This design comes from an exercise in tuning for small area, a short achievable clock period and few clock cycles on the open sky130 flow, not from production work. In this exercise RTL edits were held to simulation tests only and were not proved equivalent to the original.

== run C ==
==> flow/design.v <==
package md_pkg;
   typedef enum logic [1:0] {
      MD_MULT  = 2'b00,
      MD_MULTU = 2'b01,
      MD_DIV   = 2'b10,
      MD_DIVU  = 2'b11
   } md_op_e;
endpackage
module md_div_step (
   input  logic [33:0] x_i,
   input  logic [31:0] b_i,
   input  logic        sgn_i,
   input  logic [3:0]  one_i,
   input  logic [3:0]  two_i,
   input  logic [3:0]  neg_i,
   input  logic        top1_i,
   input  logic        cin_i,
   output logic [41:0] sum_o
);
   localparam int W = 42;
   logic [32:0]  bx;
   logic [W-1:0] r0, r1, r2, r3, r4, r5;
   logic [W-1:0] s1a, c1a, s1b, c1b, s2, c2, s3, c3;
   logic [34:0]  pp [4];
   function automatic logic [W-1:0] maj(input logic [W-1:0] a, b, c);
      maj = (a & b) | (a & c) | (b & c);
   endfunction
   always_comb begin
      bx = {sgn_i & b_i[31], b_i};
      for (int i = 0; i < 4; i++)
         pp[i] = (({35{one_i[i]}} & {{2{bx[32]}}, bx}) | ({35{two_i[i]}} & {bx[32], bx, 1'b0}))
                 ^ {35{neg_i[i]}};
      r0 = '0;
      r0[32:0] = x_i[32:0];
      r0[33]   = x_i[33];
      r0[34]   = ~x_i[33];
      r0[35]   = 1'b1;
      r0[37]   = 1'b1;
      r0[39]   = 1'b1;
      r0[41]   = 1'b1;
      r1 = '0;  r1[0 +: 35] = {~pp[0][34], pp[0][33:0]};
      r2 = '0;  r2[2 +: 35] = {~pp[1][34], pp[1][33:0]};  r2[0] = neg_i[0];
      r3 = '0;  r3[4 +: 35] = {~pp[2][34], pp[2][33:0]};  r3[2] = neg_i[1];
      r4 = '0;  r4[6 +: 35] = {~pp[3][34], pp[3][33:0]};  r4[4] = neg_i[2];
      r5 = '0;
      if (top1_i) r5[8 +: 33] = bx;
      r5[6] = neg_i[3];
      r5[0] = cin_i;
      s1a = r0 ^ r1 ^ r2;     c1a = maj(r0, r1, r2) << 1;
      s1b = r3 ^ r4 ^ r5;     c1b = maj(r3, r4, r5) << 1;
      s2  = s1a ^ c1a ^ s1b;  c2  = maj(s1a, c1a, s1b) << 1;
      s3  = s2 ^ c2 ^ c1b;    c3  = maj(s2, c2, c1b) << 1;
      sum_o = s3 + c3;
   end
endmodule
import md_pkg::*;
module md_ctrl (
   input  logic        clk,
   input  logic        rst_n,
   input  logic        md_start,
   input  logic [1:0]  md_op,
   input  logic [31:0] md_a,
   input  logic [31:0] md_b,
   input  logic        md_flush,
   input  logic        md_rd_hi,
   input  logic        md_rd_lo,
   input  logic        md_wr_hi,
   input  logic        md_wr_lo,
   output logic        md_stall,
   output logic        md_busy,
   output logic        md_done,
   output logic [31:0] hi,
   output logic [31:0] lo
);
   logic        busy_q, done_q;
   logic        st_mul_q, st_nega_q, st_prep_q, st_div_q, st_fixq_q, st_fixr_q;
   logic [4:0]  cnt_q;
   logic        sgn_q, sa_q, sb_q, hx_q;
   logic [3:0]  one_q, two_q, neg_q;
   logic        top1_q;
   logic [31:0] hi_q, lo_q, b_q;
   logic        accept, signed_op;
   assign accept    = !busy_q && md_start && !md_flush;
   assign signed_op = !md_op[0];
   function automatic logic [11:0] booth8(input logic [7:0] y8, input logic ym1);
      logic [8:0] y;
      y = {y8, ym1};
      for (int i = 0; i < 4; i++) begin
         booth8[i]     = y[2*i] ^ y[2*i+1];
         booth8[4 + i] = (y[2*i+2] & ~y[2*i+1] & ~y[2*i]) | (~y[2*i+2] & y[2*i+1] & y[2*i]);
         booth8[8 + i] = y[2*i+2] & ~(y[2*i+1] & y[2*i]);
      end
   endfunction
   function automatic logic [5:0] lzc32(input logic [31:0] x);
      lzc32 = 6'd32;
      for (int i = 0; i < 32; i++) if (x[i]) lzc32 = 31 - i;
   endfunction
   logic [33:0] dp_x;
   logic        dp_cin;
   logic [41:0] dp_sum;
   logic        last;
   assign last   = (cnt_q == 5'd0);
   assign dp_cin = st_nega_q | st_fixq_q | st_fixr_q;
   always_comb begin
      if (st_mul_q)                    dp_x = {hx_q, hx_q, hi_q};
      else if (st_div_q)               dp_x = {1'b0, hi_q, lo_q[31]};
      else if (st_nega_q | st_fixq_q)  dp_x = {2'b11, ~lo_q};
      else                             dp_x = {2'b11, ~hi_q};
   end
   md_div_step u_step (
      .x_i    (dp_x),
      .b_i    (b_q),
      .sgn_i  (sgn_q),
      .one_i  (one_q),
      .two_i  (two_q),
      .neg_i  (neg_q),
      .top1_i (top1_q),
      .cin_i  (dp_cin),
      .sum_o  (dp_sum)
   );
   logic q;
   assign q = !dp_sum[41];
   logic [5:0]  lza, lzb;
   logic [6:0]  sdiff;
   logic [5:0]  s;                   
   logic [5:0]  t;
   logic [31:0] rot, mask;
   logic        dvz, qneg;
   assign lza   = lzc32(lo_q);
   assign lzb   = lzc32(sb_q ? ~b_q : b_q);
   assign dvz   = (b_q == 32'd0);
   assign qneg  = (sa_q ^ sb_q) && !dvz;
   assign sdiff = {1'b0, lzb} - {1'b0, lza} + 7'd1;
   always_comb begin
      if (lzb == 6'd32)                   s = 6'd32;
      else if (sdiff[6] || sdiff == 7'd0) s = 6'd0;
      else                                s = sdiff[5:0];
   end
   assign t = 6'd32 - s;
   always_comb begin
      rot = lo_q;
      for (int k = 0; k < 5; k++)
         if (t[k]) rot = (rot << (1 << k)) | (rot >> (32 - (1 << k)));
   end
   assign mask = t[5] ? 32'd0 : (32'hFFFF_FFFF << t[4:0]);
   always_ff @(posedge clk or negedge rst_n) begin
      if (!rst_n) begin
         busy_q    <= 1'b0;
         done_q    <= 1'b0;
         st_mul_q  <= 1'b0;
         st_nega_q <= 1'b0;
         st_prep_q <= 1'b0;
         st_div_q  <= 1'b0;
         st_fixq_q <= 1'b0;
         st_fixr_q <= 1'b0;
         cnt_q     <= 5'd0;
         hi_q      <= 32'd0;
         lo_q      <= 32'd0;
      end else begin
         done_q <= 1'b0;
         if (!busy_q) begin
            if (accept) begin
               busy_q    <= 1'b1;
               st_mul_q  <= !md_op[1];
               st_nega_q <= md_op[1] && signed_op && md_a[31];
               st_prep_q <= md_op[1] && !(signed_op && md_a[31]);
               cnt_q     <= 5'd3;
               hi_q      <= 32'd0;
               lo_q      <= md_a;
            end else if (!md_flush && !md_start) begin
               if (md_wr_hi) hi_q <= md_a;
               if (md_wr_lo) lo_q <= md_a;
            end
         end else if (st_mul_q) begin
            hi_q  <= dp_sum[39:8];
            lo_q  <= {dp_sum[7:0], lo_q[31:8]};
            cnt_q <= cnt_q - 5'd1;
            if (last) begin
               st_mul_q <= 1'b0;
               busy_q   <= 1'b0;
               done_q   <= 1'b1;
            end
         end else if (st_nega_q) begin
            lo_q      <= dp_sum[31:0];
            st_nega_q <= 1'b0;
            st_prep_q <= 1'b1;
         end else if (st_prep_q) begin
            st_prep_q <= 1'b0;
            hi_q      <= rot & ~mask;
            lo_q      <= rot & mask;
            cnt_q     <= s[4:0] - 5'd1;
            if (s != 6'd0) begin
               st_div_q <= 1'b1;
            end else if (sa_q) begin
               st_fixr_q <= 1'b1;
            end else begin
               busy_q <= 1'b0;
               done_q <= 1'b1;
            end
         end else if (st_div_q) begin
            hi_q  <= q ? dp_sum[31:0] : {hi_q[30:0], lo_q[31]};
            lo_q  <= {lo_q[30:0], q};
            cnt_q <= cnt_q - 5'd1;
            if (last) begin
               st_div_q <= 1'b0;
               if (qneg) begin
                  st_fixq_q <= 1'b1;
               end else if (sa_q) begin
                  st_fixr_q <= 1'b1;
               end else begin
                  busy_q <= 1'b0;
                  done_q <= 1'b1;
               end
            end
         end else if (st_fixq_q) begin
            lo_q      <= dp_sum[31:0];
            st_fixq_q <= 1'b0;
            if (sa_q) begin
               st_fixr_q <= 1'b1;
            end else begin
               busy_q <= 1'b0;
               done_q <= 1'b1;
            end
         end else begin
            hi_q      <= dp_sum[31:0];
            st_fixr_q <= 1'b0;
            busy_q    <= 1'b0;
            done_q    <= 1'b1;
         end
      end
   end
   always_ff @(posedge clk) begin
      if (accept) begin
         b_q   <= md_b;
         sgn_q <= signed_op;
         sa_q  <= signed_op && md_a[31];
         sb_q  <= signed_op && md_b[31];
      end
      if (accept)        hx_q <= 1'b0;
      else if (st_mul_q) hx_q <= dp_sum[40];
      if (accept) begin
         {neg_q, two_q, one_q} <= md_op[1] ? 12'd0 : booth8(md_a[7:0], 1'b0);
         top1_q                <= 1'b0;
      end else if (st_mul_q) begin
         {neg_q, two_q, one_q} <= booth8(lo_q[15:8], lo_q[7]);
         top1_q                <= (cnt_q == 5'd1) && !sgn_q && lo_q[15];
      end else if (st_prep_q) begin
         {neg_q, two_q, one_q} <= (s != 6'd0) ? {3'd0, ~sb_q, 4'd0, 4'd1} : 12'd0;
         top1_q                <= 1'b0;
      end else if (st_div_q && last) begin
         {neg_q, two_q, one_q} <= 12'd0;
      end
   end
   assign md_busy  = busy_q;
   assign md_done  = done_q;
   assign hi       = hi_q;
   assign lo       = lo_q;
   assign md_stall = busy_q && (md_start || md_rd_hi || md_rd_lo || md_wr_hi || md_wr_lo);
endmodule
clock: 12.0 ns
lec_check: 0
abc_clock_period_in_ps: 6000
cap_margin: 20
core_margin: 2
core_utilization: 40
setup_slack_margin: 5
slew_margin: 20
run.sh (not shown) runs the stock make flow with config.mk's settings and CLKGATE_MAP_FILE= SYNTH_SCRIPT=/design/flow/synth_recipe.tcl, a recipe that flattens the netlist after the stock synthesis.
Testbench counts of run C, summed over its fixed seeds: cycles 28,416.
Here is what was changed in the inputs of run P compared with run C.
--- a/flow/design.v
+++ b/flow/design.v
@@ -19,8 +19,8 @@
 );
    localparam int W = 42;
    logic [32:0]  bx;
-   logic [W-1:0] r0, r1, r2, r3, r4, r5;
-   logic [W-1:0] s1a, c1a, s1b, c1b, s2, c2, s3, c3;
+   logic [W-1:0] r0, r1, r2, r3, r4, r5, r6;
+   logic [W-1:0] s1a, c1a, s1b, c1b, s2a, c2a, s3, c3, s4, c4;
    logic [34:0]  pp [4];
    function automatic logic [W-1:0] maj(input logic [W-1:0] a, b, c);
       maj = (a & b) | (a & c) | (b & c);
@@ -30,27 +30,25 @@
       for (int i = 0; i < 4; i++)
          pp[i] = (({35{one_i[i]}} & {{2{bx[32]}}, bx}) | ({35{two_i[i]}} & {bx[32], bx, 1'b0}))
                  ^ {35{neg_i[i]}};
-      r0 = '0;
-      r0[32:0] = x_i[32:0];
-      r0[33]   = x_i[33];
-      r0[34]   = ~x_i[33];
-      r0[35]   = 1'b1;
-      r0[37]   = 1'b1;
-      r0[39]   = 1'b1;
-      r0[41]   = 1'b1;
+      r0 = '0;  r0[33:0]    = {~x_i[33], x_i[32:0]};
       r1 = '0;  r1[0 +: 35] = {~pp[0][34], pp[0][33:0]};
-      r2 = '0;  r2[2 +: 35] = {~pp[1][34], pp[1][33:0]};  r2[0] = neg_i[0];
-      r3 = '0;  r3[4 +: 35] = {~pp[2][34], pp[2][33:0]};  r3[2] = neg_i[1];
-      r4 = '0;  r4[6 +: 35] = {~pp[3][34], pp[3][33:0]};  r4[4] = neg_i[2];
+      r2 = '0;  r2[2 +: 35] = {~pp[1][34], pp[1][33:0]};
+      r3 = '0;  r3[4 +: 35] = {~pp[2][34], pp[2][33:0]};
+      r4 = '0;  r4[6 +: 35] = {~pp[3][34], pp[3][33:0]};
       r5 = '0;
       if (top1_i) r5[8 +: 33] = bx;
-      r5[6] = neg_i[3];
-      r5[0] = cin_i;
+      r5[0] = neg_i[0];
+      r6 = (W'(0) - (W'(1) << 33) - (W'(1) << 34) - (W'(1) << 36) - (W'(1) << 38) - (W'(1) << 40));
+      r6[0] = cin_i;
+      r6[2] = neg_i[1];
+      r6[4] = neg_i[2];
+      r6[6] = neg_i[3];
       s1a = r0 ^ r1 ^ r2;     c1a = maj(r0, r1, r2) << 1;
-      s1b = r3 ^ r4 ^ r5;     c1b = maj(r3, r4, r5) << 1;
-      s2  = s1a ^ c1a ^ s1b;  c2  = maj(s1a, c1a, s1b) << 1;
-      s3  = s2 ^ c2 ^ c1b;    c3  = maj(s2, c2, c1b) << 1;
-      sum_o = s3 + c3;
+      s1b = r3 ^ r4 ^ r6;     c1b = maj(r3, r4, r6) << 1;
+      s2a = s1a ^ c1a ^ s1b;  c2a = maj(s1a, c1a, s1b) << 1;
+      s3  = s2a ^ c2a ^ c1b;  c3  = maj(s2a, c2a, c1b) << 1;
+      s4  = s3 ^ c3 ^ r5;     c4  = maj(s3, c3, r5) << 1;
+      sum_o = s4 + c4;
    end
 endmodule
 import md_pkg::*;
## What came out
Relative to run C, post-CTS setup-driven buffer insertion count has increased by about 80% in run P. The beginning of the critical path comes out lo_q[10] in one run and st_nega_q in the other, namely in run P and run C respectively. Taking run C as the reference, in run P number of standard-cell rows in the floorplan higher, post-synthesis cell area higher, die area higher, number of buffers outside the clock class in the layout higher. On met2 usage in global routing: between run C and run P, it ends up lower for run C. Run P against run C; total wire length is up by more than 10%. Per the comparison of run P with run C, share of the core filled with cells shows an increase of 0.98 points, minimum hold slack higher.
Testbench counts of run P, summed over its fixed seeds: cycles 28,416.

==> port drivers added, routing unchanged <==
In the flow no input, the clock included, has a driving cell. The finished layouts below were timed again as built, in two steps.
Step 1 assumes that a clkbuf_16 drives the clock port and a buf_2 every other input.
Step 2 adds t to the input delays and takes it off the output delays; t is the mean of the earliest and latest rising clock arrival at the registers after step 1. Input paths then give back, and output paths get back, about the clock's delay inside the block.
Three values: no drivers, after step 1, after step 2; two values: the first two.
run	t, ns	setup slack, ns	hold slack, ns	latest minus earliest clock arrival (ns)	worst register clock-pin slew, ns
run C	0.553	5.108 / 5.108 / 5.108	0.470 / 0.470 / 0.470	0.017 / 0.018	0.08 / 0.08
run P	0.556	5.063 / 5.063 / 5.063	0.523 / 0.523 / 0.523	0.013 / 0.012	0.08 / 0.08
After both steps setup and hold are still met in every run listed.
